From an optimization exercise on the open Yosys and OpenROAD flow, aimed at small area, a short achievable clock period and few clock cycles per item; shortcuts taken in it are not production practice.
Only simulation tests tie the RTL to the original design; equivalence was not proved.
Power is estimated from default activity; no workload was simulated.

**flow/design.v**
```verilog
package mpbs_pkg;
  localparam int MAX_PATTERNS    = 8;
  localparam int MAX_PATTERN_LEN = 32;
  localparam int SLOT_W = $clog2(MAX_PATTERNS);
  localparam int POS_W  = $clog2(MAX_PATTERN_LEN);
  localparam int LEN_W  = $clog2(MAX_PATTERN_LEN + 1);
  localparam int ROW_W  = MAX_PATTERN_LEN * 8;
  localparam int CNT_W  = 4;
  localparam logic [1:0] CMD_LOAD_BYTE = 2'd0;
  localparam logic [1:0] CMD_SET_LEN   = 2'd1;
  localparam logic [1:0] CMD_SCAN      = 2'd2;
  localparam logic [1:0] CMD_FINISH    = 2'd3;
  localparam logic REG_BASE   = 1'b0;
  localparam logic REG_ACTIVE = 1'b1;
  localparam logic KIND_MATCH  = 1'b0;
  localparam logic KIND_REPORT = 1'b1;
  localparam logic [1:0] S_IDLE = 2'd0;
  localparam logic [1:0] S_CMP  = 2'd1;
  localparam logic [1:0] S_RPT  = 2'd2;
endpackage
import mpbs_pkg::*;
module mpbs_pattern_mem (
  input  logic                          clk,
  input  logic                          wr,
  input  logic [SLOT_W-1:0]             wr_slot,
  input  logic [POS_W-1:0]              wr_pos,
  input  logic [7:0]                    wr_data,
  output logic [MAX_PATTERNS*ROW_W-1:0] rows
);
  logic [7:0] mem [MAX_PATTERNS][MAX_PATTERN_LEN];
  always_ff @(posedge clk) begin
    for (int i = 0; i < MAX_PATTERNS; i++) begin
      for (int j = 0; j < MAX_PATTERN_LEN; j++) begin
        if (wr && wr_slot == SLOT_W'(i) && wr_pos == POS_W'(j)) mem[i][j] <= wr_data;
      end
    end
  end
  always_comb begin
    for (int i = 0; i < MAX_PATTERNS; i++) begin
      for (int j = 0; j < MAX_PATTERN_LEN; j++) begin
        rows[i*ROW_W + j*8 +: 8] = mem[i][j];
      end
    end
  end
endmodule
import mpbs_pkg::*;
module mpbs_matcher (
  input  logic                          clk,
  input  logic                          scan,
  input  logic                          rot,
  input  logic [POS_W-1:0]              ins,
  input  logic [7:0]                    data,
  input  logic [MAX_PATTERNS*ROW_W-1:0] rows,
  input  logic [MAX_PATTERNS*MAX_PATTERN_LEN-1:0] keep,   
  output logic [MAX_PATTERNS-1:0]       hit
);
  logic [7:0] win [MAX_PATTERN_LEN];
  always_ff @(posedge clk) begin
    for (int k = 0; k < MAX_PATTERN_LEN; k++) begin
      if (scan && POS_W'(k) == ins) win[k] <= data;
      else if (scan || rot) win[k] <= win[(k + 1) % MAX_PATTERN_LEN];
    end
  end
  always_comb begin
    for (int i = 0; i < MAX_PATTERNS; i++) begin
      hit[i] = 1'b1;
      for (int j = 0; j < MAX_PATTERN_LEN; j++) begin
        if (keep[i*MAX_PATTERN_LEN + j] && win[j] != rows[i*ROW_W + j*8 +: 8]) hit[i] = 1'b0;
      end
    end
  end
endmodule
import mpbs_pkg::*;
module multi_pattern_byte_scanner_unit (
  input  logic        clk,
  input  logic        rst,
  input  logic        in_valid,
  output logic        in_stall,
  input  logic [1:0]  cmd,
  input  logic [2:0]  pattern_slot,
  input  logic [4:0]  byte_position,
  input  logic [5:0]  length_value,
  input  logic [7:0]  data_byte,
  output logic        out_valid,
  input  logic        out_stall,
  output logic        kind,
  output logic [2:0]  which_pattern,
  output logic [31:0] match_address,
  output logic [31:0] match_count,
  output logic        last,
  input  logic        cfg_write,
  input  logic        cfg_index,
  input  logic [31:0] cfg_data
);
  logic        v1;
  logic [1:0]  c1;
  logic [2:0]  s1;
  logic [4:0]  p1;
  logic [5:0]  l1;
  logic [7:0]  d1;
  logic [31:0] base_address;
  logic [3:0]  active_patterns;
  logic        cfgn_flag;      
  logic [LEN_W-1:0] lengths [MAX_PATTERNS];
  logic [POS_W-1:0] align;       
  logic [POS_W-1:0] ins;         
  logic [LEN_W-1:0] need_r;      
  logic             stale;       
  logic [31:0]      seen;
  logic             seen_nz;     
  logic                    v2, f2;
  logic [MAX_PATTERNS-1:0] m2;   
  logic [31:0]             a2;
  logic [3:0]              n2;
  logic        v3, f3, lastr;
  logic [2:0]  i3;
  logic [31:0] a3;
  logic [3:0]  n3;
  logic [2:0]  ridx;
  logic [31:0] counts [MAX_PATTERNS];
  logic        kv, kk, kl;
  logic [2:0]  kw;
  logic [31:0] ka, kc;
  logic [3:0] n;
  always_comb begin
    if (active_patterns == 4'd0)      n = 4'd1;
    else if (active_patterns > 4'd8)  n = 4'd8;
    else                              n = active_patterns;
  end
  logic [MAX_PATTERN_LEN-1:0] th [MAX_PATTERNS];
  logic [MAX_PATTERN_LEN:1]   ath;       
  logic [LEN_W-1:0]           need_tree;
  always_comb begin
    for (int i = 0; i < MAX_PATTERNS; i++) begin
      for (int k = 1; k <= MAX_PATTERN_LEN; k++) th[i][k-1] = lengths[i] >= LEN_W'(k);
    end
    for (int k = 1; k <= MAX_PATTERN_LEN; k++) begin
      ath[k] = (k == 1);
      for (int i = 0; i < MAX_PATTERNS; i++) begin
        if (4'(i) < n && th[i][k-1]) ath[k] = 1'b1;
      end
    end
    need_tree[5] = ath[32];
    for (int b = 0; b < 5; b++) begin
      need_tree[b] = 1'b0;
      for (int k = (1 << b); k < 32; k += (2 << b)) begin
        if (ath[k] && !ath[k + (1 << b)]) need_tree[b] = 1'b1;
      end
    end
  end
  logic misalign, rotate, emit, o_free;
  logic r3_leave, r3_ready, r2_ready;
  logic exec_scan, exec_fin, exec_load, exec_set, adv1, accept;
  assign misalign  = seen_nz && (align != need_r[POS_W-1:0]);
  assign rotate    = misalign && !stale && !cfgn_flag;
  assign emit      = v3 && !kv;
  assign r3_leave  = emit && (!f3 || lastr);
  assign r3_ready  = !v3 || r3_leave;
  assign r2_ready  = !v2 || r3_ready;
  assign o_free    = !out_valid || !out_stall;
  assign exec_load = v1 && c1 == CMD_LOAD_BYTE && (r2_ready || rst);
  assign exec_set  = v1 && c1 == CMD_SET_LEN && (r2_ready || rst);
  assign exec_scan = v1 && c1 == CMD_SCAN && !stale && r2_ready;
  assign exec_fin  = v1 && c1 == CMD_FINISH && r2_ready;
  assign adv1      = exec_load || exec_set || exec_scan || exec_fin;
  assign accept    = in_valid && !in_stall;
  logic [MAX_PATTERNS-1:0] cmp, hit;
  logic [2:0]              hit_idx;
  logic                    any_hit;
  always_comb begin
    hit     = cmp & m2;
    any_hit = hit != '0;
    hit_idx = 3'd0;
    for (int i = MAX_PATTERNS - 1; i >= 0; i--) begin
      if (hit[i]) hit_idx = 3'(i);
    end
  end
  logic       v1_n, seen_nz_n, stale_n, cfgn_n, kv_n, v2_n, v3c_n, f3_n, lastr_n;
  logic [1:0] c1_n;
  logic [POS_W-1:0] align_n;
  logic [2:0] ridx_n;
  logic [3:0] n3_n;
  logic       r3_ready_n, r2_ready_n, adv1_n, misalign_n, in_stall_n;
  always_comb begin
    v1_n      = rst ? 1'b0 : (accept || (v1 && !adv1));
    c1_n      = accept ? cmd : c1;
    seen_nz_n = (rst || exec_fin) ? 1'b0 : (exec_scan ? 1'b1 : seen_nz);
    stale_n   = exec_set;
    cfgn_n    = cfg_write && cfg_index == REG_ACTIVE;
    if (rst || !seen_nz || exec_fin) align_n = need_tree[POS_W-1:0];
    else if (rotate)                 align_n = align - POS_W'(1);
    else                             align_n = align;
    kv_n      = rst ? 1'b0 : (kv ? !o_free : (emit && !o_free));
    v2_n      = rst ? 1'b0 : (exec_scan || exec_fin || (v2 && !r3_ready));
    v3c_n     = rst ? 1'b0 : ((v2 && r3_ready) || (v3 && !r3_leave));
    f3_n      = (v2 && r3_ready) ? f2 : f3;
    n3_n      = (v2 && r3_ready) ? n2 : n3;
    if (rst)                                  ridx_n = 3'd0;
    else if (v2 && r3_ready)                  ridx_n = 3'd0;
    else if (emit && f3)                      ridx_n = ridx + 3'd1;
    else                                      ridx_n = ridx;
    lastr_n   = ({1'b0, ridx_n} + 4'd1) == n3_n;
    r3_ready_n = !v3c_n || (!kv_n && (!f3_n || lastr_n));
    r2_ready_n = !v2_n || r3_ready_n;
    unique case (c1_n)
      CMD_SCAN: adv1_n = !stale_n && r2_ready_n;
      default:  adv1_n = r2_ready_n;
    endcase
    misalign_n = seen_nz_n && (stale || cfgn_flag || (align_n != need_r[POS_W-1:0]));
    in_stall_n = (v1_n && !adv1_n) || (v1_n && c1_n == CMD_SET_LEN && seen_nz_n) ||
                 ((stale_n || cfgn_n) && seen_nz_n) || misalign_n;
  end
  always_ff @(posedge clk) begin
    v1        <= v1_n;
    seen_nz   <= seen_nz_n;
    stale     <= stale_n;
    cfgn_flag <= cfgn_n;
    align     <= align_n;
    ins       <= align_n - POS_W'(1);
    kv        <= kv_n;
    v2        <= v2_n;
    ridx      <= ridx_n;
    lastr     <= lastr_n;
    in_stall  <= in_stall_n;
    need_r    <= need_tree;
  end
  always_ff @(posedge clk) begin
    if (!in_stall) begin
      c1 <= cmd;
      s1 <= pattern_slot;
      p1 <= byte_position;
      l1 <= length_value;
      d1 <= data_byte;
    end
  end
  always_ff @(posedge clk) begin
    if (rst) begin
      base_address    <= 32'd0;
      active_patterns <= 4'd1;
    end else begin
      if (cfg_write && cfg_index == REG_BASE)   base_address    <= cfg_data;
      if (cfg_write && cfg_index == REG_ACTIVE) active_patterns <= cfg_data[3:0];
    end
  end
  logic [MAX_PATTERNS*ROW_W-1:0]           rows;
  logic [MAX_PATTERNS*MAX_PATTERN_LEN-1:0] keep;
  mpbs_pattern_mem u_mem (
    .clk     (clk),
    .wr      (exec_load),
    .wr_slot (s1),
    .wr_pos  (p1),
    .wr_data (d1),
    .rows    (rows)
  );
  always_ff @(posedge clk) begin
    for (int i = 0; i < MAX_PATTERNS; i++) begin
      if (exec_set && s1 == 3'(i)) begin
        lengths[i] <= (l1 > LEN_W'(MAX_PATTERN_LEN)) ? LEN_W'(MAX_PATTERN_LEN) : l1;
      end
    end
  end
  always_comb begin
    for (int i = 0; i < MAX_PATTERNS; i++) keep[i*MAX_PATTERN_LEN +: MAX_PATTERN_LEN] = th[i];
  end
  mpbs_matcher u_match (
    .clk  (clk),
    .scan (exec_scan),
    .rot  (rotate),
    .ins  (ins),
    .data (d1),
    .rows (rows),
    .keep (keep),
    .hit  (cmp)
  );
  always_ff @(posedge clk) begin
    if (rst || exec_fin) begin
      seen <= 32'd0;
    end else if (exec_scan) begin
      seen <= seen + 32'd1;
    end
  end
  logic        scan_test;
  logic [31:0] addr;
  logic [MAX_PATTERNS-1:0] mask;
  assign scan_test = (seen[31:LEN_W] != '0) || (seen[LEN_W-1:0] >= need_r - LEN_W'(1));
  assign addr      = base_address + (seen - {{(32-LEN_W){1'b0}}, need_r - LEN_W'(1)});
  always_comb begin
    for (int i = 0; i < MAX_PATTERNS; i++) mask[i] = scan_test && (4'(i) < n);
  end
  always_ff @(posedge clk) begin
    if (exec_scan || exec_fin) begin
      f2 <= exec_fin;
      m2 <= exec_fin ? '0 : mask;
      a2 <= addr;
      n2 <= n;
    end
  end
  always_ff @(posedge clk) begin
    if (rst) begin
      v3 <= 1'b0;
    end else if (v2 && r3_ready) begin
      v3 <= f2 || any_hit;
    end else if (r3_leave) begin
      v3 <= 1'b0;
    end
  end
  always_ff @(posedge clk) begin
    if (v2 && r3_ready) begin
      f3 <= f2;
      i3 <= hit_idx;
      a3 <= a2;
      n3 <= n2;
    end
  end
  logic [2:0]  sel;
  logic [31:0] cnt, inc;
  assign sel = f3 ? ridx : i3;
  assign cnt = counts[sel];
  assign inc = (cnt == '1) ? cnt : cnt + 32'd1;
  always_ff @(posedge clk) begin
    if (rst || (emit && f3 && lastr)) begin
      for (int i = 0; i < MAX_PATTERNS; i++) counts[i] <= 32'd0;
    end else if (emit && !f3) begin
      counts[i3] <= inc;
    end
  end
  logic        rk, rl;
  logic [2:0]  rw;
  logic [31:0] ra, rc;
  assign rk = f3;
  assign rw = sel;
  assign ra = f3 ? 32'd0 : a3;
  assign rc = f3 ? cnt : inc;
  assign rl = f3 ? lastr : 1'b1;
  always_ff @(posedge clk) begin
    if (rst) begin
      out_valid <= 1'b0;
    end else if (o_free) begin
      out_valid <= kv || emit;
    end
  end
  always_ff @(posedge clk) begin
    if (o_free) begin
      if (kv) begin
        kind <= kk; which_pattern <= kw; match_address <= ka; match_count <= kc; last <= kl;
      end else begin
        kind <= rk; which_pattern <= rw; match_address <= ra; match_count <= rc; last <= rl;
      end
    end
    if (!kv && !o_free) begin
      kk <= rk; kw <= rw; ka <= ra; kc <= rc; kl <= rl;
    end
  end
endmodule
```
**flow/run.sh**
```bash
#!/bin/bash
# synth_recipe.tcl (not shown) runs the flow's synth.tcl, then flattens the netlist and writes it again
# the make line also repeats each setting of config.mk as NAME=value (left out here)
make -C /OpenROAD-flow-scripts/flow DESIGN_CONFIG=/design/flow/config.mk WORK_HOME=/design/flow/orfs CLKGATE_MAP_FILE= SYNTH_SCRIPT=/design/flow/synth_recipe.tcl finish
```
**flow/config.mk**
```make
export PLATFORM = sky130hd
export DESIGN_NAME = multi_pattern_byte_scanner_unit
export DESIGN_NICKNAME = multi_pattern_byte_scanner_unit
export VERILOG_FILES = /design/flow/design.v
export SDC_FILE = /design/flow/constraint.sdc
export NUM_CORES = 4
export LEC_CHECK = 0
export CAP_MARGIN = 40
export CORE_MARGIN = 2
export CORE_UTILIZATION = 40
export SLEW_MARGIN = 40
```
**flow/constraint.sdc**
```tcl
create_clock -name core_clock -period 14.0 [get_ports {clk}]
set_input_delay 2.8000 -clock core_clock [delete_from_list [all_inputs] [get_ports {clk}]]
set_output_delay 2.8000 -clock core_clock [all_outputs]
set_load 0.01 [all_outputs]
```
==> notes.md <==
-- cell type report --
| class | instances | area share |
|---|---|---|
| timing repair buffer | 350 | 0.0215 |
| clock inverter | 178 | 0.0101 |
| inverter | 151 | 0.00377 |
| clock buffer | 385 | 0.0561 |
| tap | 4366 | 0.0363 |
| antenna | 22 | 0.000366 |
| multi-input combinational | 5949 | 0.289 |
| sequential | 2952 | 0.583 |
-- worst max path at each step --
stage / cells past startpoint / end / startpoint
floorplan: 2 / ka[0] / out_stall
global placement: 7 / u_mem.mem[13][0] / rst
detailed placement: 7 / u_mem.mem[239][6] / rst
CTS: 14 / counts[7][15] / ridx[0]
global route: 14 / counts[7][11] / ridx[0]
finish: 14 / counts[7][11] / ridx[0]
-- worst reg2reg max path: stages, from the launching register on --
cell and delay (ps):
dfxtp_2 650, buf_4 520, mux2i_4 150, inv_2 620, buf_4 750, mux2i_1 180
o22ai_1 190, a21oi_1 160, nor4b_2 630, nand4b_2 370, nor4_4 410, buf_4 450
nor3_1 140, xor2_1 550, nor2_1 80
-- stage by stage --
stage               instances  worst slack, ps   util  total power, uW
floorplan                9633             6050      -            11100
global placement        13800             7150  0.422            11700
detailed placement      13800             7270  0.424            11800
CTS                     14300             7940  0.454            19800
global route            14300             7550  0.454            20200
finish                  14400             7880  0.454            19700
-- power groups by stage --
stage | clock network (uW) | registers [uW] | logic [uW]
6_report | 8090 | 10100 | 1500
5_1_grt | 8540 | 10100 | 1600
4_1_cts | 8190 | 10100 | 1490
3_5_place_dp | 0 | 10300 | 1480
3_3_place_gp | 0 | 10300 | 1450
2_1_floorplan | 0 | 10200 | 875
-- registers in the layout, summed over array words and instances, names as in the netlist, 4 cells and up --
register,flops
p1,5
u_mem.mem,2048
ins,5
a3,32
match_address,32
base_address,32
seen,32
n2,4
kc,32
counts,256
match_count,32
l1,6
d1,8
lengths,48
u_match.win,256
a2,32
active_patterns,4
m2,8
n3,4
align,5
ka,32
need_r,6
-- cell usage after synthesis, types with 13 or more instances --
library cell	instances
a211o_1	14
buf_6	13
o221ai_1	22
nor2_1	779
a31oi_1	55
a22oi_1	17
nor3_1	106
nand2_1	360
o32ai_1	20
a2111oi_0	20
o31ai_1	17
buf_4	21
o2111ai_1	19
and2_1	13
xnor2_1	932
a21oi_1	292
dfxtp_1	102
inv_1	148
nand3_1	83
edfxtp_1	2850
clkbuf_1	473
or2_2	30
nor4_1	357
mux2_2	342
nand2b_1	16
buf_1	42
o22ai_1	48
nand4_1	252
o21ai_0	217
nor2b_1	70
o211ai_1	76
mux2i_1	51
a21o_1	30
or3_1	38
o21bai_1	69
buf_2	32
xor2_1	1243
or4_1	21
ha_1	70
o21a_1	35
a211oi_1	19
and3_1	25
-- cell families after synthesis --
| logic type | Yosys count | synth area share |
|---|---|---|
| buffers and inverters | 732 | 0.0222 |
| DFF | 2952 | 0.657 |
| and+or+nand+nor | 2208 | 0.0821 |
| AOI/OAI and AO/OA | 1080 | 0.0531 |
| adders and majority gates | 79 | 0.00770 |
| muxes | 399 | 0.0336 |
| xor gates and xnor gates | 2183 | 0.144 |
-- routing by layer --
| layer | vias to the layer above | global-route usage | wire length, microns |
|---|---|---|---|
| met3 | 923 | 0.0517 | 42000 |
| met2 | 4363 | 0.406 | 206000 |
| met4 | 28 | 0.133 | 25500 |
| met1 | 42800 | 0.362 | 187000 |
| li1 | 35600 | - | - |
| met5 | - | 0 | 187 |
==> notes.md <==
Dominant cells by area after synthesis - edfxtp_1, xor2_1, xnor2_1
Setup-failing EPs final - 0
CP endpoint kind - register
FF+latch area - 0.0876 sq mm
Overall Global Routing Usage - 0.266
FP Rows - 211
R2R Path End - counts[7][11]
Synth area leader - edfxtp_1
MaxCap Viol Count - 0
Number of flops mapped to enable cells by yosys - 2850
Initial Util - 0.403
I/O pins - 133
Yosys top cell area share - 0.642
Net count after synthesis - 9771
WL per Instance - 32.1 microns
Worst-Margin Slew - 999 ps
Clock power share - 0.411
Post-Syn Area - 0.133 sq mm
Detailed-router iteration count before antenna repair - 6
Sequential power share - 0.513
GP Congestion - 1.05
Post-synthesis register bit count - 2952
Min Tclk post-route - 6120 ps
Tcrit/Tclk final - 0.437
Hold Path Class - register to register
Core Box Area - 0.331 sq mm
Worst Path Max Fanout - 50
Cell family with most CP delay - buffers and inverters
CTS root buf - clkbuf_16
Synth Warn # - 7
Yosys cell types - 102
Hold depth - 0
Fraction of layout cells with a size suffix above 1 - 0.123
Multi-input gate area - 0.0435 sq mm
Pin count of the biggest net entering global routing - 155
CP Buf/Inv Count - 4
CP peak stage delay - 740 ps
Cell area after placement - 0.140 sq mm
Most Frequent Cell on Critical Path - buf_4
Vias/cell - 5.83
Commonest non-fill, non-tap cells in the layout - edfxtp_1, xor2_1, xnor2_1, nor2_1, nand2_1
Asr flop ratio synth - 0
Status - finished clean
Critical Path AT - 6760 ps
Setup Buffers After CTS - 0
RSZ-0062 raised after global routing - no
CP required - 14640 ps
Commonest non-fill, non-tap cell in the layout - edfxtp_1
Die W - 581 microns
Worst IR Drop VDD - 0.000101 V
Design Area, Final - 0.150 sq mm
Fillcell total - 28900
Setup_tns - 0 ps
Syn Area/Cell - 13.8 sq um
Clk slew on worst S/H paths - 60 ps
Ys flop type - edfxtp_1
Fin. max-slew vios - 0
Global route overflow - 0
Rel. slew slack - 0.334
Hold path start - a2[30]
Die Y - 581 microns
Comb pwr share - 0.076
Final WL - 460000 microns
Vias in the first global route - 80100
Fin. Hold Viols - 0
Total number of vias - 83700
Dpl hpwl - 298000 microns
Fin nets - 9853
Pwr dens - 131 mW/mm^2
R2r startpoint - ridx[0]
Clk sinks - 2952
Max Root-Sink Buffers - 4
Net Switching - 4620 uW
Sw frac - 0.235
CTS tree - built
Seq/Total Area, Yosys - 0.657
Reg2Reg Setup Slack - 7880 ps
Clock skew - 40.2 ps
Resize count post-CTS - 0
Mapped Cells - 9633
Final hold slack - 405 ps
Clk Latency, worst-skew pair - 920 ps
First DRT Iteration DRCs - 9864
Slowest CP cell - buf_4
Setup CP Type - register to register
Post-CTS Hold Buffers - 0
Die area - 0.338 sq mm
Port bufs - 132
Fmax - 0.163 GHz
Initial antenna violation count - 50
Routed Antenna Nets - 0
Hold worst-path end - a3[30]
Critical path launch point type - register
Leak - 0.0482 uW
Drc violations - 0
TritonCTS Buffers - 311
P_int - 15100 uW
First-pass GRT wire length - 638000 microns
Reg2reg path depth - 14
CTS HTree Levels - 5
Area delta synth->final - 12.8%
Crit-path cells - buf_4 > mux2i_4 > inv_2 > buf_4 > mux2i_1 > o22ai_1 > a21oi_1 > nor4b_2 > nand4b_2 > nor4_4 > buf_4 > nor3_1 > xor2_1 > nor2_1
Testbench counts, summed over its fixed seeds: cycles 18,546, items 16,384.

[static timing again, ports no longer ideal]
How much do the figures lean on ideal ports? The routed layout below was timed once more, with nothing changed but the port constraints. Step 1 assumes that a clkbuf_16 drives the clock port and a buf_2 every other input. Step 2 times the ports against the registers' clock, not the clock port: input delays grow and output delays shrink by t, the midpoint of the rising clock arrivals with the driver on. a / b / c = ideal / step 1 / step 2; a / b = the first two.
t, ns: 1.005
setup slack, ns: 7.882 / 7.882 / 7.276
worst register clock-pin slew, ns: 0.07 / 0.07
After both steps this run still meets setup and hold. The setup slack of this run moves by 0.000 ns with the drivers and by -0.606 ns with both steps.
